Source: an optimization exercise on an open RTL-to-GDS flow (aim: small area and a short achievable clock period). Production flows keep margins and buffers that such runs may drop.
No run shown here included a check of the RTL's function; only the layout flow was run.

### flow/config.mk
export PLATFORM = sky130hd
export DESIGN_NAME = fpu_top
export DESIGN_NICKNAME = fpu_top
export VERILOG_FILES = /design/flow/design.v
export SDC_FILE = /design/flow/constraint.sdc
export NUM_CORES = 4
export LEC_CHECK = 0
export ABC_AREA = 1
export CAP_MARGIN = 20
export CORE_MARGIN = 2
export CORE_UTILIZATION = 40
export SLEW_MARGIN = 20
### flow/constraint.sdc
create_clock -name core_clock -period 17.0 [get_ports {clk}]
set_input_delay 3.4000 -clock core_clock [delete_from_list [all_inputs] [get_ports {clk}]]
set_output_delay 3.4000 -clock core_clock [all_outputs]
set_load 0.01 [all_outputs]
### flow/design.v
package fpu_pkg;
	typedef struct packed {
		logic                   sign;
		logic [8-1:0]  exp;
		logic [23-1:0] frac;
	} float_fields_t;
	typedef union packed {
		logic [32-1:0] word;
		float_fields_t          f;
	} float_t;
	typedef enum logic [1:0] {
		op_add = 2'b00,
		op_sub = 2'b01,
		op_rsv = 2'b10,
		op_mul = 2'b11
	} fpu_op_t;
endpackage
module fpu_pfx_add #(
	parameter int W = 32
) (
	input  logic [W-1:0] i_a,
	input  logic [W-1:0] i_b,
	input  logic         i_ci,
	output logic [W-1:0] o_sum,
	output logic         o_co
);
	localparam int L = (W >= 32) ? 6 : (W >= 16) ? 5 : (W >= 8) ? 4 : (W >= 4) ? 3 : (W >= 2) ? 2 : 1;
	logic [W:0] g [L+1];
	logic [W:0] p [L+1];
	always_comb begin
		g[0][0] = i_ci;
		p[0][0] = 1'b0;
		for (int i = 0; i < W; i++) begin
			g[0][i+1] = i_a[i] & i_b[i];
			p[0][i+1] = i_a[i] ^ i_b[i];
		end
		for (int l = 0; l < L; l++) begin
			for (int i = 0; i <= W; i++) begin
				if ((i >> l) & 1) begin
					g[l+1][i] = g[l][i] | (p[l][i] & g[l][((i >> l) << l) - 1]);
					p[l+1][i] = p[l][i] & p[l][((i >> l) << l) - 1];
				end else begin
					g[l+1][i] = g[l][i];
					p[l+1][i] = p[l][i];
				end
			end
		end
		for (int i = 0; i < W; i++) begin
			o_sum[i] = p[0][i+1] ^ g[L][i];
		end
		o_co = g[L][W];
	end
endmodule
module fpu_lzc32 (
	input  logic [31:0] i_v,
	output logic [4:0]  o_cnt
);
	logic [15:0]      v1;
	logic [15:0]      c1;
	logic [7:0]       v2;
	logic [7:0][1:0]  c2;
	logic [3:0]       v3;
	logic [3:0][2:0]  c3;
	logic [1:0]       v4;
	logic [1:0][3:0]  c4;
	always_comb begin
		for (int j = 0; j < 16; j++) begin
			v1[j] = i_v[2*j+1] | i_v[2*j];
			c1[j] = ~i_v[2*j+1];
		end
		for (int j = 0; j < 8; j++) begin
			v2[j] = v1[2*j+1] | v1[2*j];
			c2[j] = v1[2*j+1] ? {1'b0, c1[2*j+1]} : {1'b1, c1[2*j]};
		end
		for (int j = 0; j < 4; j++) begin
			v3[j] = v2[2*j+1] | v2[2*j];
			c3[j] = v2[2*j+1] ? {1'b0, c2[2*j+1]} : {1'b1, c2[2*j]};
		end
		for (int j = 0; j < 2; j++) begin
			v4[j] = v3[2*j+1] | v3[2*j];
			c4[j] = v3[2*j+1] ? {1'b0, c3[2*j+1]} : {1'b1, c3[2*j]};
		end
		o_cnt = v4[1] ? {1'b0, c4[1]} : {1'b1, c4[0]};
	end
endmodule
module fpu_special_case (
	input  fpu_pkg::float_t i_a,
	input  fpu_pkg::float_t i_b,
	input  logic            i_is_mul,
	input  logic            i_is_rsv,
	output logic            o_sel_a,
	output logic            o_sel_b,
	output logic            o_sel_zero,
	output logic            o_sel_inf,
	output logic            o_sel_arith
);
	logic   a_zero;
	logic   a_inf;
	logic   a_nan;
	logic   b_zero;
	logic   b_inf;
	logic   b_nan;
	logic   a_emax;
	logic   a_f0;
	logic   b_emax;
	logic   b_f0;
	logic   add_a;
	logic   add_b;
	logic   mul_z;
	logic   mul_i;
	assign a_emax = &i_a.f.exp;
	assign a_f0   = ~|i_a.f.frac;
	assign b_emax = &i_b.f.exp;
	assign b_f0   = ~|i_b.f.frac;
	assign a_zero = ~|i_a.f.exp & a_f0;
	assign a_inf  = a_emax & a_f0;
	assign a_nan  = a_emax & ~a_f0;
	assign b_zero = ~|i_b.f.exp & b_f0;
	assign b_inf  = b_emax & b_f0;
	assign b_nan  = b_emax & ~b_f0;
	assign add_a = (a_nan | b_zero) | (~(b_nan | a_zero) & a_inf);
	assign add_b = ~(a_nan | b_zero) & ((b_nan | a_zero) | (~a_inf & b_inf));
	assign mul_z = ~a_nan & ~b_nan & (a_zero | b_zero);
	assign mul_i = ~a_nan & ~b_nan & ~(a_zero | b_zero) & (a_inf | b_inf);
	always_comb begin
		o_sel_a     = 1'b0;
		o_sel_b     = 1'b0;
		o_sel_zero  = 1'b0;
		o_sel_inf   = 1'b0;
		o_sel_arith = 1'b0;
		if (i_is_rsv) begin
		end else if (i_is_mul) begin
			o_sel_a     = a_nan;
			o_sel_b     = ~a_nan & b_nan;
			o_sel_zero  = mul_z;
			o_sel_inf   = mul_i;
			o_sel_arith = ~(a_nan | b_nan | a_zero | b_zero | a_inf | b_inf);
		end else begin
			o_sel_a     = add_a;
			o_sel_b     = add_b;
			o_sel_arith = ~(add_a | add_b);
		end
	end
endmodule
module fpu_add_far (
	input  logic            i_sign,
	input  logic [7:0]      i_exp,
	input  logic [23:0]     i_big_mant,
	input  logic [23:0]     i_small_mant,
	input  logic [4:0]      i_small_tz,
	input  logic [7:0]      i_diff,
	input  logic            i_sub,
	output fpu_pkg::float_t o_sum
);
	logic [25:0] shifted;
	logic        sticky;
	logic [26:0] small_ext;
	logic [27:0] raw;
	logic [23:0] mant;
	logic        guard;
	logic        rest;
	logic        inc;
	logic [24:0] rounded;
	logic [7:0]  exp_m1;
	logic [7:0]  exp_p1;
	logic [7:0]  exp_p2;
	logic [1:0]  exp_sel;
	assign shifted   = (i_diff > 8'd25) ? 26'd0 : ({i_small_mant, 2'b00} >> i_diff[4:0]);
	assign sticky    = ({3'b0, i_small_tz} + 8'd3 <= i_diff);
	assign small_ext = {shifted, sticky};
	logic raw_co;
	fpu_pfx_add #(.W(28)) u_add (
		.i_a   ({1'b0, i_big_mant, 3'b000}),
		.i_b   ({1'b0, small_ext} ^ {28{i_sub}}),
		.i_ci  (i_sub),
		.o_sum (raw),
		.o_co  (raw_co)
	);
	always_comb begin
		if (raw[27]) begin
			mant  = raw[27:4];
			guard = raw[3];
			rest  = |raw[2:0];
		end else if (raw[26]) begin
			mant  = raw[26:3];
			guard = raw[2];
			rest  = |raw[1:0];
		end else begin
			mant  = raw[25:2];
			guard = raw[1];
			rest  = raw[0];
		end
	end
	assign inc     = guard & (rest | mant[0]);
	logic rnd_co;
	fpu_pfx_add #(.W(25)) u_rnd (
		.i_a   ({1'b0, mant}),
		.i_b   (25'd0),
		.i_ci  (inc),
		.o_sum (rounded),
		.o_co  (rnd_co)
	);
	logic [2:0] e_co;
	fpu_pfx_add #(.W(8)) u_em1 (.i_a(i_exp), .i_b(8'hff), .i_ci(1'b0), .o_sum(exp_m1), .o_co(e_co[0]));
	fpu_pfx_add #(.W(8)) u_ep1 (.i_a(i_exp), .i_b(8'h00), .i_ci(1'b1), .o_sum(exp_p1), .o_co(e_co[1]));
	fpu_pfx_add #(.W(8)) u_ep2 (.i_a(i_exp), .i_b(8'h01), .i_ci(1'b1), .o_sum(exp_p2), .o_co(e_co[2]));
	assign exp_sel = raw[27] ? 2'd2 : (raw[26] ? 2'd1 : 2'd0);
	always_comb begin
		case ({exp_sel, rounded[24]})
			3'b000:  o_sum.f.exp = exp_m1;
			3'b001:  o_sum.f.exp = i_exp;
			3'b010:  o_sum.f.exp = i_exp;
			3'b011:  o_sum.f.exp = exp_p1;
			3'b100:  o_sum.f.exp = exp_p1;
			default: o_sum.f.exp = exp_p2;
		endcase
	end
	assign o_sum.f.sign = i_sign;
	assign o_sum.f.frac = rounded[22:0];
endmodule
module fpu_add_near (
	input  logic            i_a_sign,
	input  logic            i_b_sign,
	input  logic [7:0]      i_a_exp,
	input  logic [7:0]      i_b_exp,
	input  logic [23:0]     i_a_mant,
	input  logic [23:0]     i_b_mant,
	input  logic            i_a_big,
	input  logic            i_sub,
	output fpu_pkg::float_t o_sum
);
	logic        d1;
	logic [25:0] a_op;
	logic [25:0] b_op;
	logic [25:0] a_sh;
	logic [25:0] b_sh;
	logic [25:0] raw_ab;
	logic [25:0] raw_ba;
	logic [25:0] raw;
	logic [7:0]  big_exp_p1;
	logic [4:0]  lz;
	logic [25:0] norm;
	logic [22:0] frac_r;
	assign d1   = i_a_exp[0] ^ i_b_exp[0];
	assign a_op = {1'b0, i_a_mant, 1'b0};
	assign b_op = {1'b0, i_b_mant, 1'b0};
	assign a_sh = d1 ? {2'b00, i_a_mant} : a_op;
	assign b_sh = d1 ? {2'b00, i_b_mant} : b_op;
	logic co_ab;
	logic co_ba;
	fpu_pfx_add #(.W(26)) u_ab (
		.i_a   (a_op),
		.i_b   (b_sh ^ {26{i_sub}}),
		.i_ci  (i_sub),
		.o_sum (raw_ab),
		.o_co  (co_ab)
	);
	fpu_pfx_add #(.W(26)) u_ba (
		.i_a   (b_op),
		.i_b   (a_sh ^ {26{i_sub}}),
		.i_ci  (i_sub),
		.o_sum (raw_ba),
		.o_co  (co_ba)
	);
	assign raw    = i_a_big ? raw_ab : raw_ba;
	logic [7:0] a_exp_p1;
	logic [7:0] b_exp_p1;
	logic [2:0] e_co;
	logic [7:0] exp_n;
	fpu_pfx_add #(.W(8)) u_ap1 (.i_a(i_a_exp), .i_b(8'h00), .i_ci(1'b1), .o_sum(a_exp_p1), .o_co(e_co[0]));
	fpu_pfx_add #(.W(8)) u_bp1 (.i_a(i_b_exp), .i_b(8'h00), .i_ci(1'b1), .o_sum(b_exp_p1), .o_co(e_co[1]));
	assign big_exp_p1 = i_a_big ? a_exp_p1 : b_exp_p1;
	fpu_lzc32 u_lzc (.i_v({raw, 6'b0}), .o_cnt(lz));
	assign norm = raw << lz;
	fpu_pfx_add #(.W(8)) u_exp (.i_a(big_exp_p1), .i_b({3'b111, ~lz}), .i_ci(1'b1), .o_sum(exp_n), .o_co(e_co[2]));
	logic fr_co;
	fpu_pfx_add #(.W(23)) u_rnd (
		.i_a   (raw[23:1]),
		.i_b   (23'd0),
		.i_ci  (raw[0] & raw[1]),
		.o_sum (frac_r),
		.o_co  (fr_co)
	);
	always_comb begin
		if (raw == '0) begin
			o_sum.word = '0;
		end else begin
			o_sum.f.sign = i_a_big ? i_a_sign : i_b_sign;
			o_sum.f.exp  = exp_n;
			o_sum.f.frac = (raw[25:24] == 2'b01) ? frac_r : norm[24:2];
		end
	end
endmodule
module fpu_adder (
	input  fpu_pkg::float_t i_a,
	input  fpu_pkg::float_t i_b,
	output logic            o_near,
	output fpu_pkg::float_t o_near_sum,
	output fpu_pkg::float_t o_far_sum
);
	logic        a_big;
	logic [7:0]  a_exp;
	logic [7:0]  b_exp;
	logic [23:0] a_mant;
	logic [23:0] b_mant;
	logic [23:0] a_rev;
	logic [23:0] b_rev;
	logic [4:0]  a_tz;
	logic [4:0]  b_tz;
	logic [8:0]  d_ab;
	logic [8:0]  d_ba;
	logic        a_ge;
	logic [7:0]  diff;
	logic        eff_sub;
	logic        near;
	fpu_pkg::float_t far_sum;
	fpu_pkg::float_t near_sum;
	assign a_exp  = i_a.f.exp | {7'b0, ~|i_a.f.exp};
	assign b_exp  = i_b.f.exp | {7'b0, ~|i_b.f.exp};
	assign a_mant = {|i_a.f.exp, i_a.f.frac};
	assign b_mant = {|i_b.f.exp, i_b.f.frac};
	logic [30:0] cmp_sum;
	fpu_pfx_add #(.W(31)) u_cmp (
		.i_a   (i_a.word[30:0]),
		.i_b   (~i_b.word[30:0]),
		.i_ci  (1'b1),
		.o_sum (cmp_sum),
		.o_co  (a_big)
	);
	logic co_dab;
	logic co_dba;
	fpu_pfx_add #(.W(9)) u_dab (
		.i_a   ({1'b0, a_exp}),
		.i_b   ({1'b1, ~b_exp}),
		.i_ci  (1'b1),
		.o_sum (d_ab),
		.o_co  (co_dab)
	);
	fpu_pfx_add #(.W(9)) u_dba (
		.i_a   ({1'b0, b_exp}),
		.i_b   ({1'b1, ~a_exp}),
		.i_ci  (1'b1),
		.o_sum (d_ba),
		.o_co  (co_dba)
	);
	assign a_ge = ~d_ab[8];
	assign diff = a_ge ? d_ab[7:0] : d_ba[7:0];
	always_comb begin
		for (int i = 0; i < 24; i++) begin
			a_rev[i] = a_mant[23-i];
			b_rev[i] = b_mant[23-i];
		end
	end
	fpu_lzc32 u_tza (.i_v({a_rev, 8'hff}), .o_cnt(a_tz));
	fpu_lzc32 u_tzb (.i_v({b_rev, 8'hff}), .o_cnt(b_tz));
	assign eff_sub = i_a.f.sign ^ i_b.f.sign;
	assign near = (diff[7:1] == 7'd0) & (eff_sub | ~(a_mant[23] | b_mant[23]));
	fpu_add_far u_far (
		.i_sign       (a_ge ? i_a.f.sign : i_b.f.sign),
		.i_exp        (a_ge ? a_exp : b_exp),
		.i_big_mant   (a_ge ? a_mant : b_mant),
		.i_small_mant (a_ge ? b_mant : a_mant),
		.i_small_tz   (a_ge ? b_tz : a_tz),
		.i_diff       (diff),
		.i_sub        (eff_sub),
		.o_sum        (far_sum)
	);
	fpu_add_near u_near (
		.i_a_sign (i_a.f.sign),
		.i_b_sign (i_b.f.sign),
		.i_a_exp  (a_exp),
		.i_b_exp  (b_exp),
		.i_a_mant (a_mant),
		.i_b_mant (b_mant),
		.i_a_big  (a_big),
		.i_sub    (eff_sub),
		.o_sum    (near_sum)
	);
	assign o_near     = near;
	assign o_near_sum = near_sum;
	assign o_far_sum  = far_sum;
endmodule
module fpu_multiplier (
	input  fpu_pkg::float_t i_a,
	input  fpu_pkg::float_t i_b,
	output fpu_pkg::float_t o_product
);
	logic [23:0] a_mant;
	logic [23:0] b_mant;
	logic [4:0]  a_lz;
	logic [4:0]  b_lz;
	logic [5:0]  shift;
	logic [47:0] row0;
	logic [47:0] row1;
	logic [47:0] product;
	logic [47:0] norm;
	logic [7:0]  exp_base;
	assign a_mant = {|i_a.f.exp, i_a.f.frac};
	assign b_mant = {|i_b.f.exp, i_b.f.frac};
	fpu_lzc32 u_lza (.i_v({a_mant, 8'hff}), .o_cnt(a_lz));
	fpu_lzc32 u_lzb (.i_v({b_mant, 8'hff}), .o_cnt(b_lz));
	assign shift = {1'b0, a_lz} + {1'b0, b_lz};
	fpu_mul_tree u_tree (
		.i_a    (a_mant),
		.i_b    (b_mant),
		.o_row0 (row0),
		.o_row1 (row1)
	);
	logic prod_co;
	fpu_pfx_add #(.W(48)) u_cpa (
		.i_a   (row0),
		.i_b   (row1),
		.i_ci  (1'b0),
		.o_sum (product),
		.o_co  (prod_co)
	);
	assign norm    = product << shift;
	assign exp_base = (i_a.f.exp | {7'b0, ~|i_a.f.exp}) + (i_b.f.exp | {7'b0, ~|i_b.f.exp})
	                  - 8'(127) - {2'b0, shift};
	logic [7:0] exp_p1;
	logic       e_co;
	fpu_pfx_add #(.W(8)) u_ep1 (.i_a(exp_base), .i_b(8'h00), .i_ci(1'b1), .o_sum(exp_p1), .o_co(e_co));
	always_comb begin
		o_product.f.sign = i_a.f.sign ^ i_b.f.sign;
		if (norm[47]) begin
			o_product.f.exp  = exp_p1;
			o_product.f.frac = norm[46:24];
		end else begin
			o_product.f.exp  = exp_base;
			o_product.f.frac = norm[45:23];
		end
	end
endmodule
module fpu_mul_tree (
	input  logic [23:0] i_a,
	input  logic [23:0] i_b,
	output logic [47:0] o_row0,
	output logic [47:0] o_row1
);
	logic [24:0] b_ext;
	logic [24:0] a_x1;
	logic [24:0] a_x2;
	logic [11:0] one;
	logic [11:0] two;
	logic [11:0] neg;
	logic [11:0] nneg;
	logic [24:0] x0;
	logic [24:0] x1;
	logic [24:0] x2;
	logic [24:0] x3;
	logic [24:0] x4;
	logic [24:0] x5;
	logic [24:0] x6;
	logic [24:0] x7;
	logic [24:0] x8;
	logic [24:0] x9;
	logic [24:0] x10;
	logic [24:0] x11;
	logic [23:0] top;
	logic t1, t2, t3, t4, t5, t6, t7, t8, t9, t10, t11, t12, t13, t14, t15, t16, t17, t18, t19, t20, t21, t22, t23, t24, t25, t26, t27, t28, t29, t30, t31, t32, t33, t34, t35, t36, t37, t38, t39, t40, t41, t42, t43, t44, t45, t46, t47, t48, t49, t50, t51, t52, t53, t54, t55, t56, t57, t58, t59, t60, t61, t62, t63, t64, t65, t66, t67, t68, t69, t70, t71, t72, t73, t74, t75, t76, t77, t78, t79, t80, t81, t82, t83, t84, t85, t86, t87, t88, t89, t90, t91, t92, t93, t94, t95, t96, t97, t98, t99, t100, t101, t102, t103, t104, t105, t106, t107, t108, t109, t110, t111, t112, t113, t114, t115, t116, t117, t118, t119, t120, t121, t122, t123, t124, t125, t126, t127, t128, t129, t130, t131, t132, t133, t134, t135, t136, t137, t138, t139, t140, t141, t142, t143, t144, t145, t146, t147, t148, t149, t150, t151, t152, t153, t154, t155, t156, t157, t158, t159, t160, t161, t162, t163, t164, t165, t166, t167, t168, t169, t170, t171, t172, t173, t174, t175, t176, t177, t178, t179, t180, t181, t182, t183, t184, t185, t186, t187, t188, t189, t190, t191, t192, t193, t194, t195, t196, t197, t198, t199, t200, t201, t202, t203, t204, t205, t206, t207, t208, t209, t210, t211, t212, t213, t214, t215, t216, t217, t218, t219, t220, t221, t222, t223, t224, t225, t226, t227, t228, t229, t230, t231, t232, t233, t234, t235, t236, t237, t238, t239, t240, t241, t242, t243, t244, t245, t246, t247, t248, t249, t250, t251, t252, t253, t254, t255, t256, t257, t258, t259, t260, t261, t262, t263, t264, t265, t266, t267, t268, t269, t270, t271, t272, t273, t274, t275, t276, t277, t278, t279, t280, t281, t282, t283, t284, t285, t286, t287, t288, t289, t290, t291, t292, t293, t294, t295, t296, t297, t298, t299, t300, t301, t302, t303, t304, t305, t306, t307, t308, t309, t310, t311, t312, t313, t314, t315, t316, t317, t318, t319, t320, t321, t322, t323, t324, t325, t326, t327, t328, t329, t330, t331, t332, t333, t334, t335, t336, t337, t338, t339, t340, t341, t342, t343, t344, t345, t346, t347, t348, t349, t350, t351, t352, t353, t354, t355, t356, t357, t358, t359, t360, t361, t362, t363, t364, t365, t366, t367, t368, t369, t370, t371, t372, t373, t374, t375, t376, t377, t378, t379, t380, t381, t382, t383, t384, t385, t386, t387, t388, t389, t390, t391, t392, t393, t394, t395, t396, t397, t398, t399, t400, t401, t402, t403, t404, t405, t406, t407, t408, t409, t410, t411, t412, t413, t414, t415, t416, t417, t418, t419, t420, t421, t422, t423, t424, t425, t426, t427, t428, t429, t430, t431, t432, t433, t434, t435, t436, t437, t438, t439, t440, t441, t442, t443, t444, t445, t446, t447, t448, t449, t450, t451, t452, t453, t454, t455, t456, t457, t458, t459, t460, t461, t462, t463, t464, t465, t466, t467, t468, t469, t470, t471, t472, t473, t474, t475, t476, t477, t478, t479, t480, t481, t482, t483, t484, t485, t486, t487, t488, t489, t490, t491, t492, t493, t494, t495, t496, t497, t498, t499, t500, t501, t502, t503, t504, t505, t506, t507, t508, t509, t510, t511, t512, t513, t514, t515, t516, t517, t518, t519, t520, t521, t522, t523, t524, t525, t526, t527, t528, t529, t530, t531, t532, t533, t534, t535, t536, t537, t538, t539, t540, t541, t542, t543, t544, t545, t546, t547, t548, t549, t550, t551, t552, t553, t554, t555, t556, t557, t558, t559, t560, t561, t562, t563, t564, t565, t566, t567, t568, t569, t570, t571, t572, t573, t574, t575, t576, t577, t578, t579, t580, t581, t582, t583, t584, t585, t586, t587, t588, t589, t590, t591, t592;
	assign b_ext = {i_b, 1'b0};
	assign a_x1  = {1'b0, i_a};
	assign a_x2  = {i_a, 1'b0};
	assign one[0]  = b_ext[1] ^ b_ext[0];
	assign two[0]  = (b_ext[2] & ~b_ext[1] & ~b_ext[0]) | (~b_ext[2] & b_ext[1] & b_ext[0]);
	assign neg[0]  = b_ext[2];
	assign nneg[0] = ~b_ext[2];
	assign x0 = ((a_x1 & {25{one[0]}}) | (a_x2 & {25{two[0]}})) ^ {25{neg[0]}};
	assign one[1]  = b_ext[3] ^ b_ext[2];
	assign two[1]  = (b_ext[4] & ~b_ext[3] & ~b_ext[2]) | (~b_ext[4] & b_ext[3] & b_ext[2]);
	assign neg[1]  = b_ext[4];
	assign nneg[1] = ~b_ext[4];
	assign x1 = ((a_x1 & {25{one[1]}}) | (a_x2 & {25{two[1]}})) ^ {25{neg[1]}};
	assign one[2]  = b_ext[5] ^ b_ext[4];
	assign two[2]  = (b_ext[6] & ~b_ext[5] & ~b_ext[4]) | (~b_ext[6] & b_ext[5] & b_ext[4]);
	assign neg[2]  = b_ext[6];
	assign nneg[2] = ~b_ext[6];
	assign x2 = ((a_x1 & {25{one[2]}}) | (a_x2 & {25{two[2]}})) ^ {25{neg[2]}};
	assign one[3]  = b_ext[7] ^ b_ext[6];
	assign two[3]  = (b_ext[8] & ~b_ext[7] & ~b_ext[6]) | (~b_ext[8] & b_ext[7] & b_ext[6]);
	assign neg[3]  = b_ext[8];
	assign nneg[3] = ~b_ext[8];
	assign x3 = ((a_x1 & {25{one[3]}}) | (a_x2 & {25{two[3]}})) ^ {25{neg[3]}};
	assign one[4]  = b_ext[9] ^ b_ext[8];
	assign two[4]  = (b_ext[10] & ~b_ext[9] & ~b_ext[8]) | (~b_ext[10] & b_ext[9] & b_ext[8]);
	assign neg[4]  = b_ext[10];
	assign nneg[4] = ~b_ext[10];
	assign x4 = ((a_x1 & {25{one[4]}}) | (a_x2 & {25{two[4]}})) ^ {25{neg[4]}};
	assign one[5]  = b_ext[11] ^ b_ext[10];
	assign two[5]  = (b_ext[12] & ~b_ext[11] & ~b_ext[10]) | (~b_ext[12] & b_ext[11] & b_ext[10]);
	assign neg[5]  = b_ext[12];
	assign nneg[5] = ~b_ext[12];
	assign x5 = ((a_x1 & {25{one[5]}}) | (a_x2 & {25{two[5]}})) ^ {25{neg[5]}};
	assign one[6]  = b_ext[13] ^ b_ext[12];
	assign two[6]  = (b_ext[14] & ~b_ext[13] & ~b_ext[12]) | (~b_ext[14] & b_ext[13] & b_ext[12]);
	assign neg[6]  = b_ext[14];
	assign nneg[6] = ~b_ext[14];
	assign x6 = ((a_x1 & {25{one[6]}}) | (a_x2 & {25{two[6]}})) ^ {25{neg[6]}};
	assign one[7]  = b_ext[15] ^ b_ext[14];
	assign two[7]  = (b_ext[16] & ~b_ext[15] & ~b_ext[14]) | (~b_ext[16] & b_ext[15] & b_ext[14]);
	assign neg[7]  = b_ext[16];
	assign nneg[7] = ~b_ext[16];
	assign x7 = ((a_x1 & {25{one[7]}}) | (a_x2 & {25{two[7]}})) ^ {25{neg[7]}};
	assign one[8]  = b_ext[17] ^ b_ext[16];
	assign two[8]  = (b_ext[18] & ~b_ext[17] & ~b_ext[16]) | (~b_ext[18] & b_ext[17] & b_ext[16]);
	assign neg[8]  = b_ext[18];
	assign nneg[8] = ~b_ext[18];
	assign x8 = ((a_x1 & {25{one[8]}}) | (a_x2 & {25{two[8]}})) ^ {25{neg[8]}};
	assign one[9]  = b_ext[19] ^ b_ext[18];
	assign two[9]  = (b_ext[20] & ~b_ext[19] & ~b_ext[18]) | (~b_ext[20] & b_ext[19] & b_ext[18]);
	assign neg[9]  = b_ext[20];
	assign nneg[9] = ~b_ext[20];
	assign x9 = ((a_x1 & {25{one[9]}}) | (a_x2 & {25{two[9]}})) ^ {25{neg[9]}};
	assign one[10]  = b_ext[21] ^ b_ext[20];
	assign two[10]  = (b_ext[22] & ~b_ext[21] & ~b_ext[20]) | (~b_ext[22] & b_ext[21] & b_ext[20]);
	assign neg[10]  = b_ext[22];
	assign nneg[10] = ~b_ext[22];
	assign x10 = ((a_x1 & {25{one[10]}}) | (a_x2 & {25{two[10]}})) ^ {25{neg[10]}};
	assign one[11]  = b_ext[23] ^ b_ext[22];
	assign two[11]  = (b_ext[24] & ~b_ext[23] & ~b_ext[22]) | (~b_ext[24] & b_ext[23] & b_ext[22]);
	assign neg[11]  = b_ext[24];
	assign nneg[11] = ~b_ext[24];
	assign x11 = ((a_x1 & {25{one[11]}}) | (a_x2 & {25{two[11]}})) ^ {25{neg[11]}};
	assign top = i_a & {24{i_b[23]}};
	assign {t2, t1} = x0[16] + x1[14];
	assign {t4, t3} = x0[17] + x1[15];
	assign {t6, t5} = x0[18] + x1[16] + x2[14];
	assign {t8, t7} = x3[12] + x4[10];
	assign {t10, t9} = x0[19] + x1[17] + x2[15];
	assign {t12, t11} = x3[13] + x4[11];
	assign {t14, t13} = x0[20] + x1[18] + x2[16];
	assign {t16, t15} = x3[14] + x4[12] + x5[10];
	assign {t18, t17} = x6[8] + x7[6];
	assign {t20, t19} = x0[21] + x1[19] + x2[17];
	assign {t22, t21} = x3[15] + x4[13] + x5[11];
	assign {t24, t23} = x6[9] + x7[7];
	assign {t26, t25} = x0[22] + x1[20] + x2[18];
	assign {t28, t27} = x3[16] + x4[14] + x5[12];
	assign {t30, t29} = x6[10] + x7[8] + x8[6];
	assign {t32, t31} = x9[4] + x10[2];
	assign {t34, t33} = x0[23] + x1[21] + x2[19];
	assign {t36, t35} = x3[17] + x4[15] + x5[13];
	assign {t38, t37} = x6[11] + x7[9] + x8[7];
	assign {t40, t39} = x9[5] + x10[3];
	assign {t42, t41} = x0[24] + x1[22] + x2[20];
	assign {t44, t43} = x3[18] + x4[16] + x5[14];
	assign {t46, t45} = x6[12] + x7[10] + x8[8];
	assign {t48, t47} = x9[6] + x10[4] + x11[2];
	assign {t50, t49} = x1[23] + x2[21] + x3[19];
	assign {t52, t51} = x4[17] + x5[15] + x6[13];
	assign {t54, t53} = x7[11] + x8[9] + x9[7];
	assign {t56, t55} = x10[5] + x11[3] + top[1];
	assign {t58, t57} = x1[24] + x2[22] + x3[20];
	assign {t60, t59} = x4[18] + x5[16] + x6[14];
	assign {t62, t61} = x7[12] + x8[10] + x9[8];
	assign {t64, t63} = x10[6] + x11[4] + top[2];
	assign {t66, t65} = nneg[1] + x2[23] + x3[21];
	assign {t68, t67} = x4[19] + x5[17] + x6[15];
	assign {t70, t69} = x7[13] + x8[11] + x9[9];
	assign {t72, t71} = x10[7] + x11[5] + top[3];
	assign {t74, t73} = 1'b1 + x2[24] + x3[22];
	assign {t76, t75} = x4[20] + x5[18] + x6[16];
	assign {t78, t77} = x7[14] + x8[12] + x9[10];
	assign {t80, t79} = x10[8] + x11[6];
	assign {t82, t81} = nneg[2] + x3[23] + x4[21];
	assign {t84, t83} = x5[19] + x6[17] + x7[15];
	assign {t86, t85} = x8[13] + x9[11] + x10[9];
	assign {t88, t87} = 1'b1 + x3[24] + x4[22];
	assign {t90, t89} = x5[20] + x6[18] + x7[16];
	assign {t92, t91} = x8[14] + x9[12];
	assign {t94, t93} = nneg[3] + x4[23] + x5[21];
	assign {t96, t95} = x6[19] + x7[17] + x8[15];
	assign {t98, t97} = 1'b1 + x4[24] + x5[22];
	assign {t100, t99} = x6[20] + x7[18];
	assign {t102, t101} = nneg[4] + x5[23] + x6[21];
	assign {t104, t103} = 1'b1 + x5[24];
	assign {t106, t105} = x0[10] + x1[8];
	assign {t108, t107} = x0[11] + x1[9];
	assign {t110, t109} = x0[12] + x1[10] + x2[8];
	assign {t112, t111} = x3[6] + x4[4];
	assign {t114, t113} = x0[13] + x1[11] + x2[9];
	assign {t116, t115} = x3[7] + x4[5];
	assign {t118, t117} = x0[14] + x1[12] + x2[10];
	assign {t120, t119} = x3[8] + x4[6] + x5[4];
	assign {t122, t121} = x6[2] + x7[0];
	assign {t124, t123} = x0[15] + x1[13] + x2[11];
	assign {t126, t125} = x3[9] + x4[7] + x5[5];
	assign {t128, t127} = x6[3] + x7[1];
	assign {t130, t129} = t1 + x2[12] + x3[10];
	assign {t132, t131} = x4[8] + x5[6] + x6[4];
	assign {t134, t133} = x7[2] + x8[0] + neg[8];
	assign {t136, t135} = t2 + t3 + x2[13];
	assign {t138, t137} = x3[11] + x4[9] + x5[7];
	assign {t140, t139} = x6[5] + x7[3] + x8[1];
	assign {t142, t141} = t4 + t5 + t7;
	assign {t144, t143} = x5[8] + x6[6] + x7[4];
	assign {t146, t145} = x8[2] + x9[0] + neg[9];
	assign {t148, t147} = t6 + t8 + t9;
	assign {t150, t149} = t11 + x5[9] + x6[7];
	assign {t152, t151} = x7[5] + x8[3] + x9[1];
	assign {t154, t153} = t10 + t12 + t13;
	assign {t156, t155} = t15 + t17 + x8[4];
	assign {t158, t157} = x9[2] + x10[0] + neg[10];
	assign {t160, t159} = t14 + t16 + t18;
	assign {t162, t161} = t19 + t21 + t23;
	assign {t164, t163} = x8[5] + x9[3] + x10[1];
	assign {t166, t165} = t20 + t22 + t24;
	assign {t168, t167} = t25 + t27 + t29;
	assign {t170, t169} = t31 + x11[0] + neg[11];
	assign {t172, t171} = t26 + t28 + t30;
	assign {t174, t173} = t32 + t33 + t35;
	assign {t176, t175} = t37 + t39 + x11[1];
	assign {t178, t177} = t34 + t36 + t38;
	assign {t180, t179} = t40 + t41 + t43;
	assign {t182, t181} = t45 + t47 + top[0];
	assign {t184, t183} = t42 + t44 + t46;
	assign {t186, t185} = t48 + t49 + t51;
	assign {t188, t187} = t53 + t55 + neg[0];
	assign {t190, t189} = t50 + t52 + t54;
	assign {t192, t191} = t56 + t57 + t59;
	assign {t194, t193} = t61 + t63 + neg[0];
	assign {t196, t195} = t58 + t60 + t62;
	assign {t198, t197} = t64 + t65 + t67;
	assign {t200, t199} = t69 + t71 + nneg[0];
	assign {t202, t201} = t66 + t68 + t70;
	assign {t204, t203} = t72 + t73 + t75;
	assign {t206, t205} = t77 + t79 + top[4];
	assign {t208, t207} = t74 + t76 + t78;
	assign {t210, t209} = t80 + t81 + t83;
	assign {t212, t211} = t85 + x11[7] + top[5];
	assign {t214, t213} = t82 + t84 + t86;
	assign {t216, t215} = t87 + t89 + t91;
	assign {t218, t217} = x10[10] + x11[8] + top[6];
	assign {t220, t219} = t88 + t90 + t92;
	assign {t222, t221} = t93 + t95 + x9[13];
	assign {t224, t223} = x10[11] + x11[9] + top[7];
	assign {t226, t225} = t94 + t96 + t97;
	assign {t228, t227} = t99 + x8[16] + x9[14];
	assign {t230, t229} = x10[12] + x11[10] + top[8];
	assign {t232, t231} = t98 + t100 + t101;
	assign {t234, t233} = x7[19] + x8[17] + x9[15];
	assign {t236, t235} = x10[13] + x11[11] + top[9];
	assign {t238, t237} = t102 + t103 + x6[22];
	assign {t240, t239} = x7[20] + x8[18] + x9[16];
	assign {t242, t241} = x10[14] + x11[12] + top[10];
	assign {t244, t243} = t104 + nneg[5] + x6[23];
	assign {t246, t245} = x7[21] + x8[19] + x9[17];
	assign {t248, t247} = x10[15] + x11[13] + top[11];
	assign {t250, t249} = 1'b1 + x6[24] + x7[22];
	assign {t252, t251} = x8[20] + x9[18] + x10[16];
	assign {t254, t253} = x11[14] + top[12];
	assign {t256, t255} = nneg[6] + x7[23] + x8[21];
	assign {t258, t257} = x9[19] + x10[17] + x11[15];
	assign {t260, t259} = 1'b1 + x7[24] + x8[22];
	assign {t262, t261} = x9[20] + x10[18];
	assign {t264, t263} = nneg[7] + x8[23] + x9[21];
	assign {t266, t265} = 1'b1 + x8[24];
	assign {t268, t267} = x0[6] + x1[4];
	assign {t270, t269} = x0[7] + x1[5];
	assign {t272, t271} = x0[8] + x1[6] + x2[4];
	assign {t274, t273} = x3[2] + x4[0];
	assign {t276, t275} = x0[9] + x1[7] + x2[5];
	assign {t278, t277} = x3[3] + x4[1];
	assign {t280, t279} = t105 + x2[6] + x3[4];
	assign {t282, t281} = x4[2] + x5[0] + neg[5];
	assign {t284, t283} = t106 + t107 + x2[7];
	assign {t286, t285} = x3[5] + x4[3] + x5[1];
	assign {t288, t287} = t108 + t109 + t111;
	assign {t290, t289} = x5[2] + x6[0] + neg[6];
	assign {t292, t291} = t110 + t112 + t113;
	assign {t294, t293} = t115 + x5[3] + x6[1];
	assign {t296, t295} = t114 + t116 + t117;
	assign {t298, t297} = t119 + t121 + neg[7];
	assign {t300, t299} = t118 + t120 + t122;
	assign {t302, t301} = t123 + t125 + t127;
	assign {t304, t303} = t124 + t126 + t128;
	assign {t306, t305} = t129 + t131 + t133;
	assign {t308, t307} = t130 + t132 + t134;
	assign {t310, t309} = t135 + t137 + t139;
	assign {t312, t311} = t136 + t138 + t140;
	assign {t314, t313} = t141 + t143 + t145;
	assign {t316, t315} = t142 + t144 + t146;
	assign {t318, t317} = t147 + t149 + t151;
	assign {t320, t319} = t148 + t150 + t152;
	assign {t322, t321} = t153 + t155 + t157;
	assign {t324, t323} = t154 + t156 + t158;
	assign {t326, t325} = t159 + t161 + t163;
	assign {t328, t327} = t160 + t162 + t164;
	assign {t330, t329} = t165 + t167 + t169;
	assign {t332, t331} = t166 + t168 + t170;
	assign {t334, t333} = t171 + t173 + t175;
	assign {t336, t335} = t172 + t174 + t176;
	assign {t338, t337} = t177 + t179 + t181;
	assign {t340, t339} = t178 + t180 + t182;
	assign {t342, t341} = t183 + t185 + t187;
	assign {t344, t343} = t184 + t186 + t188;
	assign {t346, t345} = t189 + t191 + t193;
	assign {t348, t347} = t190 + t192 + t194;
	assign {t350, t349} = t195 + t197 + t199;
	assign {t352, t351} = t196 + t198 + t200;
	assign {t354, t353} = t201 + t203 + t205;
	assign {t356, t355} = t202 + t204 + t206;
	assign {t358, t357} = t207 + t209 + t211;
	assign {t360, t359} = t208 + t210 + t212;
	assign {t362, t361} = t213 + t215 + t217;
	assign {t364, t363} = t214 + t216 + t218;
	assign {t366, t365} = t219 + t221 + t223;
	assign {t368, t367} = t220 + t222 + t224;
	assign {t370, t369} = t225 + t227 + t229;
	assign {t372, t371} = t226 + t228 + t230;
	assign {t374, t373} = t231 + t233 + t235;
	assign {t376, t375} = t232 + t234 + t236;
	assign {t378, t377} = t237 + t239 + t241;
	assign {t380, t379} = t238 + t240 + t242;
	assign {t382, t381} = t243 + t245 + t247;
	assign {t384, t383} = t244 + t246 + t248;
	assign {t386, t385} = t249 + t251 + t253;
	assign {t388, t387} = t250 + t252 + t254;
	assign {t390, t389} = t255 + t257 + top[13];
	assign {t392, t391} = t256 + t258 + t259;
	assign {t394, t393} = t261 + x11[16] + top[14];
	assign {t396, t395} = t260 + t262 + t263;
	assign {t398, t397} = x10[19] + x11[17] + top[15];
	assign {t400, t399} = t264 + t265 + x9[22];
	assign {t402, t401} = x10[20] + x11[18] + top[16];
	assign {t404, t403} = t266 + nneg[8] + x9[23];
	assign {t406, t405} = x10[21] + x11[19] + top[17];
	assign {t408, t407} = 1'b1 + x9[24] + x10[22];
	assign {t410, t409} = x11[20] + top[18];
	assign {t412, t411} = nneg[9] + x10[23] + x11[21];
	assign {t414, t413} = 1'b1 + x10[24];
	assign {t416, t415} = x0[4] + x1[2];
	assign {t418, t417} = x0[5] + x1[3];
	assign {t420, t419} = t267 + x2[2] + x3[0];
	assign {t422, t421} = t268 + t269 + x2[3];
	assign {t424, t423} = t270 + t271 + t273;
	assign {t426, t425} = t272 + t274 + t275;
	assign {t428, t427} = t276 + t278 + t279;
	assign {t430, t429} = t280 + t282 + t283;
	assign {t432, t431} = t284 + t286 + t287;
	assign {t434, t433} = t288 + t290 + t291;
	assign {t436, t435} = t292 + t294 + t295;
	assign {t438, t437} = t296 + t298 + t299;
	assign {t440, t439} = t300 + t302 + t303;
	assign {t442, t441} = t304 + t306 + t307;
	assign {t444, t443} = t308 + t310 + t311;
	assign {t446, t445} = t312 + t314 + t315;
	assign {t448, t447} = t316 + t318 + t319;
	assign {t450, t449} = t320 + t322 + t323;
	assign {t452, t451} = t324 + t326 + t327;
	assign {t454, t453} = t328 + t330 + t331;
	assign {t456, t455} = t332 + t334 + t335;
	assign {t458, t457} = t336 + t338 + t339;
	assign {t460, t459} = t340 + t342 + t343;
	assign {t462, t461} = t344 + t346 + t347;
	assign {t464, t463} = t348 + t350 + t351;
	assign {t466, t465} = t352 + t354 + t355;
	assign {t468, t467} = t356 + t358 + t359;
	assign {t470, t469} = t360 + t362 + t363;
	assign {t472, t471} = t364 + t366 + t367;
	assign {t474, t473} = t368 + t370 + t371;
	assign {t476, t475} = t372 + t374 + t375;
	assign {t478, t477} = t376 + t378 + t379;
	assign {t480, t479} = t380 + t382 + t383;
	assign {t482, t481} = t384 + t386 + t387;
	assign {t484, t483} = t388 + t390 + t391;
	assign {t486, t485} = t392 + t394 + t395;
	assign {t488, t487} = t396 + t398 + t399;
	assign {t490, t489} = t400 + t402 + t403;
	assign {t492, t491} = t404 + t406 + t407;
	assign {t494, t493} = t408 + t410 + t411;
	assign {t496, t495} = t412 + t413 + x11[22];
	assign {t498, t497} = t414 + nneg[10] + x11[23];
	assign {t500, t499} = 1'b1 + x11[24];
	assign {t502, t501} = x0[2] + x1[0];
	assign {t504, t503} = x0[3] + x1[1];
	assign {t506, t505} = t415 + x2[0] + neg[2];
	assign {t508, t507} = t416 + t417 + x2[1];
	assign {t510, t509} = t418 + t419 + neg[3];
	assign {t512, t511} = t420 + t421 + x3[1];
	assign {t514, t513} = t422 + t423 + neg[4];
	assign {t516, t515} = t424 + t425 + t277;
	assign {t518, t517} = t426 + t427 + t281;
	assign {t520, t519} = t428 + t429 + t285;
	assign {t522, t521} = t430 + t431 + t289;
	assign {t524, t523} = t432 + t433 + t293;
	assign {t526, t525} = t434 + t435 + t297;
	assign {t528, t527} = t436 + t437 + t301;
	assign {t530, t529} = t438 + t439 + t305;
	assign {t532, t531} = t440 + t441 + t309;
	assign {t534, t533} = t442 + t443 + t313;
	assign {t536, t535} = t444 + t445 + t317;
	assign {t538, t537} = t446 + t447 + t321;
	assign {t540, t539} = t448 + t449 + t325;
	assign {t542, t541} = t450 + t451 + t329;
	assign {t544, t543} = t452 + t453 + t333;
	assign {t546, t545} = t454 + t455 + t337;
	assign {t548, t547} = t456 + t457 + t341;
	assign {t550, t549} = t458 + t459 + t345;
	assign {t552, t551} = t460 + t461 + t349;
	assign {t554, t553} = t462 + t463 + t353;
	assign {t556, t555} = t464 + t465 + t357;
	assign {t558, t557} = t466 + t467 + t361;
	assign {t560, t559} = t468 + t469 + t365;
	assign {t562, t561} = t470 + t471 + t369;
	assign {t564, t563} = t472 + t473 + t373;
	assign {t566, t565} = t474 + t475 + t377;
	assign {t568, t567} = t476 + t477 + t381;
	assign {t570, t569} = t478 + t479 + t385;
	assign {t572, t571} = t480 + t481 + t389;
	assign {t574, t573} = t482 + t483 + t393;
	assign {t576, t575} = t484 + t485 + t397;
	assign {t578, t577} = t486 + t487 + t401;
	assign {t580, t579} = t488 + t489 + t405;
	assign {t582, t581} = t490 + t491 + t409;
	assign {t584, t583} = t492 + t493 + top[19];
	assign {t586, t585} = t494 + t495 + top[20];
	assign {t588, t587} = t496 + t497 + top[21];
	assign {t590, t589} = t498 + t499 + top[22];
	assign {t592, t591} = t500 + nneg[11] + top[23];
	assign o_row0[0] = x0[0];
	assign o_row1[0] = neg[0];
	assign o_row0[1] = x0[1];
	assign o_row1[1] = 1'b0;
	assign o_row0[2] = t501;
	assign o_row1[2] = neg[1];
	assign o_row0[3] = t502;
	assign o_row1[3] = t503;
	assign o_row0[4] = t504;
	assign o_row1[4] = t505;
	assign o_row0[5] = t506;
	assign o_row1[5] = t507;
	assign o_row0[6] = t508;
	assign o_row1[6] = t509;
	assign o_row0[7] = t510;
	assign o_row1[7] = t511;
	assign o_row0[8] = t512;
	assign o_row1[8] = t513;
	assign o_row0[9] = t514;
	assign o_row1[9] = t515;
	assign o_row0[10] = t516;
	assign o_row1[10] = t517;
	assign o_row0[11] = t518;
	assign o_row1[11] = t519;
	assign o_row0[12] = t520;
	assign o_row1[12] = t521;
	assign o_row0[13] = t522;
	assign o_row1[13] = t523;
	assign o_row0[14] = t524;
	assign o_row1[14] = t525;
	assign o_row0[15] = t526;
	assign o_row1[15] = t527;
	assign o_row0[16] = t528;
	assign o_row1[16] = t529;
	assign o_row0[17] = t530;
	assign o_row1[17] = t531;
	assign o_row0[18] = t532;
	assign o_row1[18] = t533;
	assign o_row0[19] = t534;
	assign o_row1[19] = t535;
	assign o_row0[20] = t536;
	assign o_row1[20] = t537;
	assign o_row0[21] = t538;
	assign o_row1[21] = t539;
	assign o_row0[22] = t540;
	assign o_row1[22] = t541;
	assign o_row0[23] = t542;
	assign o_row1[23] = t543;
	assign o_row0[24] = t544;
	assign o_row1[24] = t545;
	assign o_row0[25] = t546;
	assign o_row1[25] = t547;
	assign o_row0[26] = t548;
	assign o_row1[26] = t549;
	assign o_row0[27] = t550;
	assign o_row1[27] = t551;
	assign o_row0[28] = t552;
	assign o_row1[28] = t553;
	assign o_row0[29] = t554;
	assign o_row1[29] = t555;
	assign o_row0[30] = t556;
	assign o_row1[30] = t557;
	assign o_row0[31] = t558;
	assign o_row1[31] = t559;
	assign o_row0[32] = t560;
	assign o_row1[32] = t561;
	assign o_row0[33] = t562;
	assign o_row1[33] = t563;
	assign o_row0[34] = t564;
	assign o_row1[34] = t565;
	assign o_row0[35] = t566;
	assign o_row1[35] = t567;
	assign o_row0[36] = t568;
	assign o_row1[36] = t569;
	assign o_row0[37] = t570;
	assign o_row1[37] = t571;
	assign o_row0[38] = t572;
	assign o_row1[38] = t573;
	assign o_row0[39] = t574;
	assign o_row1[39] = t575;
	assign o_row0[40] = t576;
	assign o_row1[40] = t577;
	assign o_row0[41] = t578;
	assign o_row1[41] = t579;
	assign o_row0[42] = t580;
	assign o_row1[42] = t581;
	assign o_row0[43] = t582;
	assign o_row1[43] = t583;
	assign o_row0[44] = t584;
	assign o_row1[44] = t585;
	assign o_row0[45] = t586;
	assign o_row1[45] = t587;
	assign o_row0[46] = t588;
	assign o_row1[46] = t589;
	assign o_row0[47] = t590;
	assign o_row1[47] = t591;
endmodule
module fpu_top (
	input  logic             clk,
	input  logic             i_rst_n,
	input  logic [1:0]       i_op,
	input  logic [31:0]      i_a,
	input  logic [31:0]      i_b,
	output logic [31:0]      o_result
);
	fpu_pkg::float_t a_w;
	fpu_pkg::float_t b_w;
	logic   is_sub;
	logic   is_mul;
	logic   is_rsv;
	fpu_pkg::float_t eff_b;
	logic   sel_a;
	logic   sel_b;
	logic   sel_zero;
	logic   sel_inf;
	logic   sel_arith;
	fpu_pkg::float_t near_sum;
	fpu_pkg::float_t far_sum;
	logic   near;
	fpu_pkg::float_t product;
	logic   sel_near;
	logic   sel_far;
	logic   sel_prod;
	logic   sign_x;
	logic [31:0] early;
	logic [31:0] next_result;
	assign a_w.word = i_a;
	assign b_w.word = i_b;
	assign is_sub = (i_op == fpu_pkg::op_sub);
	assign is_mul = (i_op == fpu_pkg::op_mul);
	assign is_rsv = (i_op == fpu_pkg::op_rsv);
	always_comb begin
		eff_b        = b_w;
		eff_b.f.sign = b_w.f.sign ^ is_sub;
	end
	fpu_special_case u_special (
		.i_a        (a_w),
		.i_b        (eff_b),
		.i_is_mul   (is_mul),
		.i_is_rsv   (is_rsv),
		.o_sel_a    (sel_a),
		.o_sel_b    (sel_b),
		.o_sel_zero (sel_zero),
		.o_sel_inf  (sel_inf),
		.o_sel_arith(sel_arith)
	);
	fpu_adder u_adder (
		.i_a        (a_w),
		.i_b        (eff_b),
		.o_near     (near),
		.o_near_sum (near_sum),
		.o_far_sum  (far_sum)
	);
	fpu_multiplier u_mult (
		.i_a       (a_w),
		.i_b       (b_w),
		.o_product (product)
	);
	assign sign_x   = i_a[31] ^ i_b[31];
	assign sel_prod = sel_arith & is_mul;
	assign sel_near = sel_arith & ~is_mul & near;
	assign sel_far  = sel_arith & ~is_mul & ~near;
	assign early[31]    = (i_a[31] & sel_a) | (eff_b.f.sign & sel_b) | (sign_x & (sel_zero | sel_inf));
	assign early[30:23] = (i_a[30:23] & {8{sel_a}}) | (i_b[30:23] & {8{sel_b}}) | {8{sel_inf | is_rsv}};
	assign early[22]    = (i_a[22] & sel_a) | (i_b[22] & sel_b) | is_rsv;
	assign early[21:0]  = (i_a[21:0] & {22{sel_a}}) | (i_b[21:0] & {22{sel_b}});
	assign next_result = early
	                   | (near_sum.word & {32{sel_near}})
	                   | (far_sum.word & {32{sel_far}})
	                   | (product.word & {32{sel_prod}});
	always_ff @(posedge clk or negedge i_rst_n) begin
		if (!i_rst_n) begin
			o_result <= '0;
		end else begin
			o_result <= next_result;
		end
	end
endmodule
### flow/flow/run.sh
#!/bin/bash
set -euo pipefail
bash standard.sh SETUP_SLACK_MARGIN=8 finish > flow_make.log 2>&1
### flow/standard.sh
#!/bin/bash
# synth_recipe.tcl (not shown) runs the flow's synth.tcl, then flattens the netlist and writes it again
# the make line also repeats each setting of config.mk as NAME=value (left out here)
make -C /OpenROAD-flow-scripts/flow DESIGN_CONFIG=/design/flow/config.mk WORK_HOME=/design/flow/orfs CLKGATE_MAP_FILE= SYNTH_SCRIPT=/design/flow/synth_recipe.tcl "${@:-finish}"
==> results of run 1 <==
-- through the flow --
| step | worst slack [ns] | area [sq um] | hold slack (ns) | std cells |
|---|---|---|---|---|
| floorplan | 6.64 | 33100 | 3.10 | 5224 |
| global placement | 3.15 | 34900 | 3.56 | 6201 |
| detailed placement | 3.16 | 34900 | 3.56 | 6201 |
| CTS | 6.64 | 42000 | 3.25 | 6640 |
| global route | 6.08 | 43700 | 3.26 | 6725 |
| finish | 6.44 | 43800 | 3.19 | 6729 |
-- cells in the final DEF (no fill, tap or decap), types with 36 or more instances in the layout --
cell type	count
a21oi_1	153
buf_12	72
buf_4	443
buf_6	62
clkdlybuf4s50_1	39
fa_1	256
ha_1	224
inv_1	580
inv_2	42
nand2_1	1074
nand2_2	86
nand2_4	65
nand3_1	562
nand3_2	66
nand4_1	36
nor2_1	230
nor2_2	42
nor2_4	37
o211ai_1	38
o21ai_0	231
o22ai_1	264
xnor2_1	45
xor2_1	373
-- final cells by class --
class	count	area share, %
multi-input combinational	4224	71.1
timing repair buffer	702	17.0
inverter	677	6.32
tap	1070	3.06
sequential	32	1.83
clock buffer	6	0.295
timing repair inverter	11	0.257
clock inverter	2	0.0801
antenna	5	0.0286
-- how the worst min path moves through the flow --
| stage | start | end | slack [ns] | cells after the start |
|---|---|---|---|---|
| floorplan | i_rst_n | o_result[0] | 3.10 | 0 |
| global placement | i_rst_n | o_result[16] | 3.56 | 1 |
| detailed placement | i_rst_n | o_result[16] | 3.56 | 1 |
| CTS | i_rst_n | o_result[17] | 3.25 | 1 |
| global route | i_rst_n | o_result[24] | 3.26 | 1 |
| finish | i_rst_n | o_result[24] | 3.19 | 1 |
-- what timing repair did --
action / in CTS / in global routing
resized for setup: 919 / 275
setup buffers: 378 / 80
gates cloned: 53 / 4
pin swaps: 232 / 161
setup endpoints to repair: 32 / 32
-- routing by layer --
metal  wire length, microns  track usage, %
met1                  67300            52.8
met2                  69700            55.9
met3                  26500            13.3
met4                  11700            20.3
met5                     40               0
-- cells by family (layout without fill, tap and decap cells) --
kind of cell               count (synthesis)  after routing  synth area share, %
xor gates and xnor gates                 449            449                 12.0
and+or+nand+nor                         2314           2329                 30.9
DFF                                       32             32                 2.44
AOI/OAI and AO/OA                        922            922                 16.5
buffers and inverters                    983           1398                 11.8
muxes                                      5              5                0.153
other                                      1              6               0.0114
adders and majority gates                518            518                 26.1
==> run summary, run 1 <==
Tmin final -> 10.56 ns
Horiz. Die Dim -> 290 microns
CTS clk-pin slew, worst paths -> 0.06 ns
Setup TNS -> 0 ns
Setup-failing EPs final -> 0
Syn Nets -> 5810
Syn avg cell area -> 6.28 sq um
Most frequent CP cell -> buf_4
Avg WL per Cell -> 26.0 microns
Final Hold Fails -> 0
Outcome -> finished clean
Synth Instances -> 5224
Hold buffer count at cts -> 0
Antenna Nets Post-Route -> 0
Post-synthesis sequential area ratio -> 2.44%
Reg with most FFs -> o_result
Number of vias per cell -> 6.18
Asr flop ratio synth -> 100%
Iter 0 DRT Violations -> 6083
Clock Sink Count -> 32
Post-synth top area cell -> fa_1
P&R area growth vs syn -> 33.3%
Crit path max fanout -> 8
Worst Max-Slew Pin Slew -> 1.20 ns
Worst rel slew slack -> 19.0%
Drt first pass iters -> 7
Routed wire length -> 175 mm
Critical path's top delay family -> buffers and inverters
Max reg flops -> 32
Synth top area cells -> fa_1 (17%), nand2_1 (14%), xor2_1 (11%)
CTS tree -> yes
CTS root buf -> clkbuf_16
Warning count from the yosys run -> 33
Grt ovf -> 0
RSZ-0062 raised after global routing -> true
Top FF cell, synth -> dfrtp_1
Period utilization -> 62.1%
Top-count cell post-synth -> nand2_1
Worst Path Arrival -> 10.74 ns
Vias in the first global route -> 38800
Max incr delay on CP -> 0.54 ns
F_max -> 94.7 MHz
Vias -> 41600
Crit path buf inv count -> 24
CP Class -> input port to register
Core area -> 0.0817 sq mm
First-pass GRT wire length -> 252 mm
Crit end category -> register
Largest net degree at the start of global routing -> 58
Number of max-cap violations -> 0
PortBufs -> 99
H-tree levels -> 2
Area of the multi-input gates -> 0.0311 sq mm
Max-slew violation count -> 0
Initial antenna violation count -> 10
Share of layout cells above drive strength 1 -> 22.9%
Total Routing Usage GR -> 39.4%
Die ar. -> 0.0844 sq mm
Utilization after layout -> 53.5%
HPWL Detailed -> 112 mm
Startpoint Class -> input port
Register Area -> 801 sq um
Post-synthesis cell area -> 0.0328 sq mm
Rows -> 105
Initial Utilization -> 40.2%
Required arrival time at the worst endpoint -> 17.18 ns
Nets@finish -> 6239
Most frequent cells after synthesis -> nand2_1 (1195), inv_1 (635), nand3_1 (627)
DRC violations left -> 0
Total stage count of the critical path -> 61
Synth unique cells -> 68
Clock tree buffer depth -> 2
Number of synthesized register bits -> 32
Regs by FF count -> o_result (32)
Slowest cell on the critical path -> fa_4
Io pins -> 100
Synth top area share -> 16.9%
Die height -> 290 microns
End point of the critical path -> o_result[27]
Post-synth EDFFs -> 0
CTS Buf Count -> 5
Worst setup path start -> i_a[28]
Hold WC Path Type -> input port to asynchronous set/reset pin
Routability-driven placement congestion ratio -> 1.00
Fillers -> 7874
==> run 2: changes to the inputs <==
--- a/flow/design.v
+++ b/flow/design.v
@@ -230,50 +230,37 @@
 	output fpu_pkg::float_t o_sum
 );
 	logic        d1;
-	logic [25:0] a_op;
-	logic [25:0] b_op;
-	logic [25:0] a_sh;
-	logic [25:0] b_sh;
-	logic [25:0] raw_ab;
-	logic [25:0] raw_ba;
+	logic [23:0] big_mant;
+	logic [23:0] small_mant;
+	logic [25:0] small_sh;
 	logic [25:0] raw;
+	logic        raw_co;
+	logic [7:0]  a_exp_p1;
+	logic [7:0]  b_exp_p1;
 	logic [7:0]  big_exp_p1;
+	logic [2:0]  e_co;
+	logic [7:0]  exp_n;
 	logic [4:0]  lz;
 	logic [25:0] norm;
 	logic [22:0] frac_r;
-	assign d1   = i_a_exp[0] ^ i_b_exp[0];
-	assign a_op = {1'b0, i_a_mant, 1'b0};
-	assign b_op = {1'b0, i_b_mant, 1'b0};
-	assign a_sh = d1 ? {2'b00, i_a_mant} : a_op;
-	assign b_sh = d1 ? {2'b00, i_b_mant} : b_op;
-	logic co_ab;
-	logic co_ba;
-	fpu_pfx_add #(.W(26)) u_ab (
-		.i_a   (a_op),
-		.i_b   (b_sh ^ {26{i_sub}}),
+	logic        fr_co;
+	assign d1         = i_a_exp[0] ^ i_b_exp[0];
+	assign big_mant   = i_a_big ? i_a_mant : i_b_mant;
+	assign small_mant = i_a_big ? i_b_mant : i_a_mant;
+	assign small_sh   = d1 ? {2'b00, small_mant} : {1'b0, small_mant, 1'b0};
+	fpu_pfx_add #(.W(26)) u_sub (
+		.i_a   ({1'b0, big_mant, 1'b0}),
+		.i_b   (small_sh ^ {26{i_sub}}),
 		.i_ci  (i_sub),
-		.o_sum (raw_ab),
-		.o_co  (co_ab)
+		.o_sum (raw),
+		.o_co  (raw_co)
 	);
-	fpu_pfx_add #(.W(26)) u_ba (
-		.i_a   (b_op),
-		.i_b   (a_sh ^ {26{i_sub}}),
-		.i_ci  (i_sub),
-		.o_sum (raw_ba),
-		.o_co  (co_ba)
-	);
-	assign raw    = i_a_big ? raw_ab : raw_ba;
-	logic [7:0] a_exp_p1;
-	logic [7:0] b_exp_p1;
-	logic [2:0] e_co;
-	logic [7:0] exp_n;
 	fpu_pfx_add #(.W(8)) u_ap1 (.i_a(i_a_exp), .i_b(8'h00), .i_ci(1'b1), .o_sum(a_exp_p1), .o_co(e_co[0]));
 	fpu_pfx_add #(.W(8)) u_bp1 (.i_a(i_b_exp), .i_b(8'h00), .i_ci(1'b1), .o_sum(b_exp_p1), .o_co(e_co[1]));
 	assign big_exp_p1 = i_a_big ? a_exp_p1 : b_exp_p1;
 	fpu_lzc32 u_lzc (.i_v({raw, 6'b0}), .o_cnt(lz));
 	assign norm = raw << lz;
 	fpu_pfx_add #(.W(8)) u_exp (.i_a(big_exp_p1), .i_b({3'b111, ~lz}), .i_ci(1'b1), .o_sum(exp_n), .o_co(e_co[2]));
-	logic fr_co;
 	fpu_pfx_add #(.W(23)) u_rnd (
 		.i_a   (raw[23:1]),
 		.i_b   (23'd0),
==> flow/run.sh (new file) <==
#!/bin/bash
# synth_recipe.tcl (not shown) runs the flow's synth.tcl, then flattens the netlist and writes it again
# the make line also repeats each setting of config.mk as NAME=value (left out here)
make -C /OpenROAD-flow-scripts/flow DESIGN_CONFIG=/design/flow/config.mk WORK_HOME=/design/flow/orfs CLKGATE_MAP_FILE= SYNTH_SCRIPT=/design/flow/synth_recipe.tcl finish
--- a/flow/config.mk
+++ b/flow/config.mk
@@ -9,4 +9,5 @@
 export CAP_MARGIN = 20
 export CORE_MARGIN = 2
 export CORE_UTILIZATION = 40
+export SETUP_SLACK_MARGIN = 5
 export SLEW_MARGIN = 20
removed: flow/flow/run.sh
removed: flow/standard.sh
==> run 2 against run 1 <==
  * Utilization shrank 8.9 points
  * First-iteration DRC count is 27% lower
==> run summary, run 2 <==
Outcome -> finished clean
Top FF cell, synth -> dfrtp_1
Avg WL per Cell -> 23.8 microns (-8.6%)
Asr flop ratio synth -> 100% (unchanged)
Drt first pass iters -> 8 (+1)
Clock tree buffer depth -> 2 (unchanged)
DRC violations left -> 0 (unchanged)
Antenna Nets Post-Route -> 0 (unchanged)
Hold WC Path Type -> input port to asynchronous set/reset pin
PortBufs -> 99 (unchanged)
Hold buffer count at cts -> 0 (unchanged)
Period utilization -> 68.9% (+6.8 points)
Post-synth EDFFs -> 0 (unchanged)
CTS clk-pin slew, worst paths -> 0.06 ns (about the same)
CTS Buf Count -> 5 (unchanged)
Most frequent cells in the layout -> nand2_1 (1046), nand3_1 (616), inv_1 (606), xor2_1 (376), o22ai_1 (290)
Top-count cell post-synth -> nand2_1
Commonest non-fill, non-tap cell in the layout -> nand2_1
Largest net degree at the start of global routing -> 68 (+17%)
Initial Utilization -> 40.3% (+0.11 points)
Most frequent cells after synthesis -> nand2_1 (1059), nand3_1 (619), inv_1 (617)
Syn Nets -> 5498 (-5.4%)
Slowest cell on the critical path -> clkdlybuf4s50_1
Synth top area cells -> fa_1 (18%), nand2_1 (13%), xor2_1 (11%)
Post-synth top area cell -> fa_1
Number of max-cap violations -> 0 (unchanged)
Clock Sink Count -> 32 (unchanged)
Routed wire length -> 142 mm (-19%)
Iter 0 DRT Violations -> 4440 (-27%)
Synth top area share -> 17.6% (+0.71 points)
RSZ-0062 raised after global routing -> true
Required arrival time at the worst endpoint -> 17.14 ns (-0.04 ns)
Crit path buf inv count -> 5 (-79%)
Crit path max fanout -> 26 (+18)
Nets@finish -> 5491 (-12%)
Post-synthesis cell area -> 0.0310 sq mm (-5.4%)
H-tree levels -> 2 (unchanged)
Tmin final -> 11.72 ns (+1.16 ns)
Wl on met1 -> 59.4 mm (-12%)
CP Class -> input port to register
CTS tree -> yes
Syn avg cell area -> 6.28 sq um (about the same)
Die ar. -> 0.0798 sq mm (-5.3%)
Worst Max-Slew Pin Slew -> 1.15 ns (-0.0552 ns)
Synth Instances -> 4941 (-5.4%)
Number of synthesized register bits -> 32 (unchanged)
Crit end category -> register
Warning count from the yosys run -> 33 (unchanged)
Startpoint Class -> input port
CTS root buf -> clkbuf_16
Vias in the first global route -> 33100 (-15%)
Horiz. Die Dim -> 283 microns (-2.7%)
Regs by FF count -> o_result (32)
F_max -> 85.4 MHz (-9.9%)
Highest metal used -> met5
Max incr delay on CP -> 0.67 ns (+0.13 ns)
Post-synthesis sequential area ratio -> 2.58% (+0.14 points)
HPWL Detailed -> 104 mm (-7.5%)
Max reg flops -> 32 (unchanged)
Worst Path Arrival -> 11.86 ns (+1.12 ns)
Initial antenna violation count -> 0 (-10)
Number of vias per cell -> 5.96 (-3.4%)
Routed met2 length -> 56.4 mm (-19%)
Die height -> 283 microns (-2.7%)
P&R area growth vs syn -> 11.0%
Worst rel slew slack -> 23.3% (+4.2 points)
Fillers -> 8330 (+5.8%)
Final Hold Fails -> 0 (unchanged)
Most frequent CP cell -> fa_1
Reg with most FFs -> o_result
Utilization after layout -> 44.7% (-8.9 points)
Grt ovf -> 0 (unchanged)
Rows -> 102 (-2.9%)
Worst setup path start -> i_a[7]
Diodes inserted -> 0 (-5)
Io pins -> 100 (unchanged)
Total Routing Usage GR -> 34.4% (-5.0 points)
Vias -> 35600 (-14%)
Setup TNS -> 0 ns (unchanged)
Synth unique cells -> 65 (-4.4%)
Routability-driven placement congestion ratio -> 1.03 (+3.0%)
Core area -> 0.0771 sq mm (-5.7%)
Met3 wire len -> 19.6 mm (-26%)
Critical path's top delay family -> adder cells
Share of layout cells above drive strength 1 -> 8.07% (-15 points)
First-pass GRT wire length -> 207 mm (-18%)
Max-slew violation count -> 0 (unchanged)
Setup-failing EPs final -> 0 (unchanged)
[run 2: changes by cell type after synthesis, moves of 11 or more]
cell / before / now
xor2_1: 399 / 381
buf_4: 23 / 7
inv_1: 635 / 617
o21ai_1: 28 / 15
nand2_1: 1195 / 1059
ha_1: 241 / 216
buf_1: 66 / 78
o211ai_1: 38 / 24
a21oi_1: 185 / 156
a221oi_1: 10 / 21
xnor2_1: 49 / 31
o21ai_0: 253 / 273
[run 2: kinds of logic after synthesis]
family | Yosys count | share of synthesized area [%]
xor+xnor | 414 | 11.7
flops | 32 | 2.58
other cells | 1 | 0.0121
simple gates | 2161 | 30.5
fa+ha+maj | 489 | 26.3
mux | 9 | 0.290
buf+inv | 962 | 12.0
compound gates | 873 | 16.5
[run 2: final cells by class]
| class | count | area, sq um | share of cell area (%) |
|---|---|---|---|
| Timing Repair inverter | 2 | 15.0 | 0.0436 |
| Tap cell | 1040 | 1300 | 3.78 |
| Timing Repair Buffer | 274 | 2500 | 7.27 |
| Multi-Input combinational cell | 3959 | 27100 | 78.7 |
| Clock buffer | 7 | 153 | 0.443 |
| Sequential cell | 32 | 801 | 2.32 |
| Inverter | 660 | 2580 | 7.49 |
[run 2: through the flow]
| step | setup slack [ns] | instance area [sq um] | std cells | hold slack (ns) |
|---|---|---|---|---|
| 2_1_floorplan | 5.90 | 31000 | 4941 | 3.10 |
| 3_5_place_dp | 2.99 | 33000 | 5885 | 3.58 |
| 3_3_place_gp | 3.12 | 33000 | 5885 | 3.58 |
| 6_report | 5.28 | 34400 | 5974 | 3.22 |
| 5_1_grt | 4.82 | 34400 | 5974 | 3.29 |
| 4_1_cts | 4.99 | 33700 | 5925 | 3.27 |
[run 2: repair_timing]
item,CTS,global route
gates resized for setup,69,120
setup endpoints to repair,31,31
buffers inserted,27,38
pin swaps,4,23
gates cloned,6,11
hold endpoints to repair,0,0
[run 2: per-layer routing]
layer  up-vias  GRT usage [%]
li1      16300              -
met1     16500           48.2
met2      2406           48.9
met3       406           11.0
met4         2           12.5
met5         -              0
[run 2: final timing paths]
kind | end | slack, ns | cells past startpoint
setup / recovery | o_result[18] | 5.28 | 36
hold / removal | o_result[23] | 3.22 | 1
max in group asynchronous | o_result[18] | 13.20 | 1
min in group core_clock | o_result[27] | 3.74 | 5

## what the ideal ports hide
In the flow no input, the clock included, has a driving cell. The finished layouts below were timed again as built, in two steps. Step 1, drivers: a clkbuf_16 drives clk and a buf_2 each remaining input, both assumed. Step 2 adds t to the input delays and takes it off the output delays; t is the mean of the earliest and latest rising clock arrival at the registers after step 1. Input paths then give back, and output paths get back, about the clock's delay inside the block. a / b / c = ideal ports / drivers / drivers and shift; a / b = the first two.
run	t (ns)	setup WS [ns]	hold slack, ns	worst data-port slew with drivers (ns)
run 1	0.334	6.442 / 6.418 / 6.084	3.194 / 3.174 / 3.508	0.11
run 2	0.340	5.285 / 5.306 / 4.966	3.217 / 3.197 / 3.537	0.04
After both steps setup and hold are still met in every run listed. The setup slack of run 1, which loses most, moves by -0.024 ns with the drivers and by -0.358 ns with both steps.
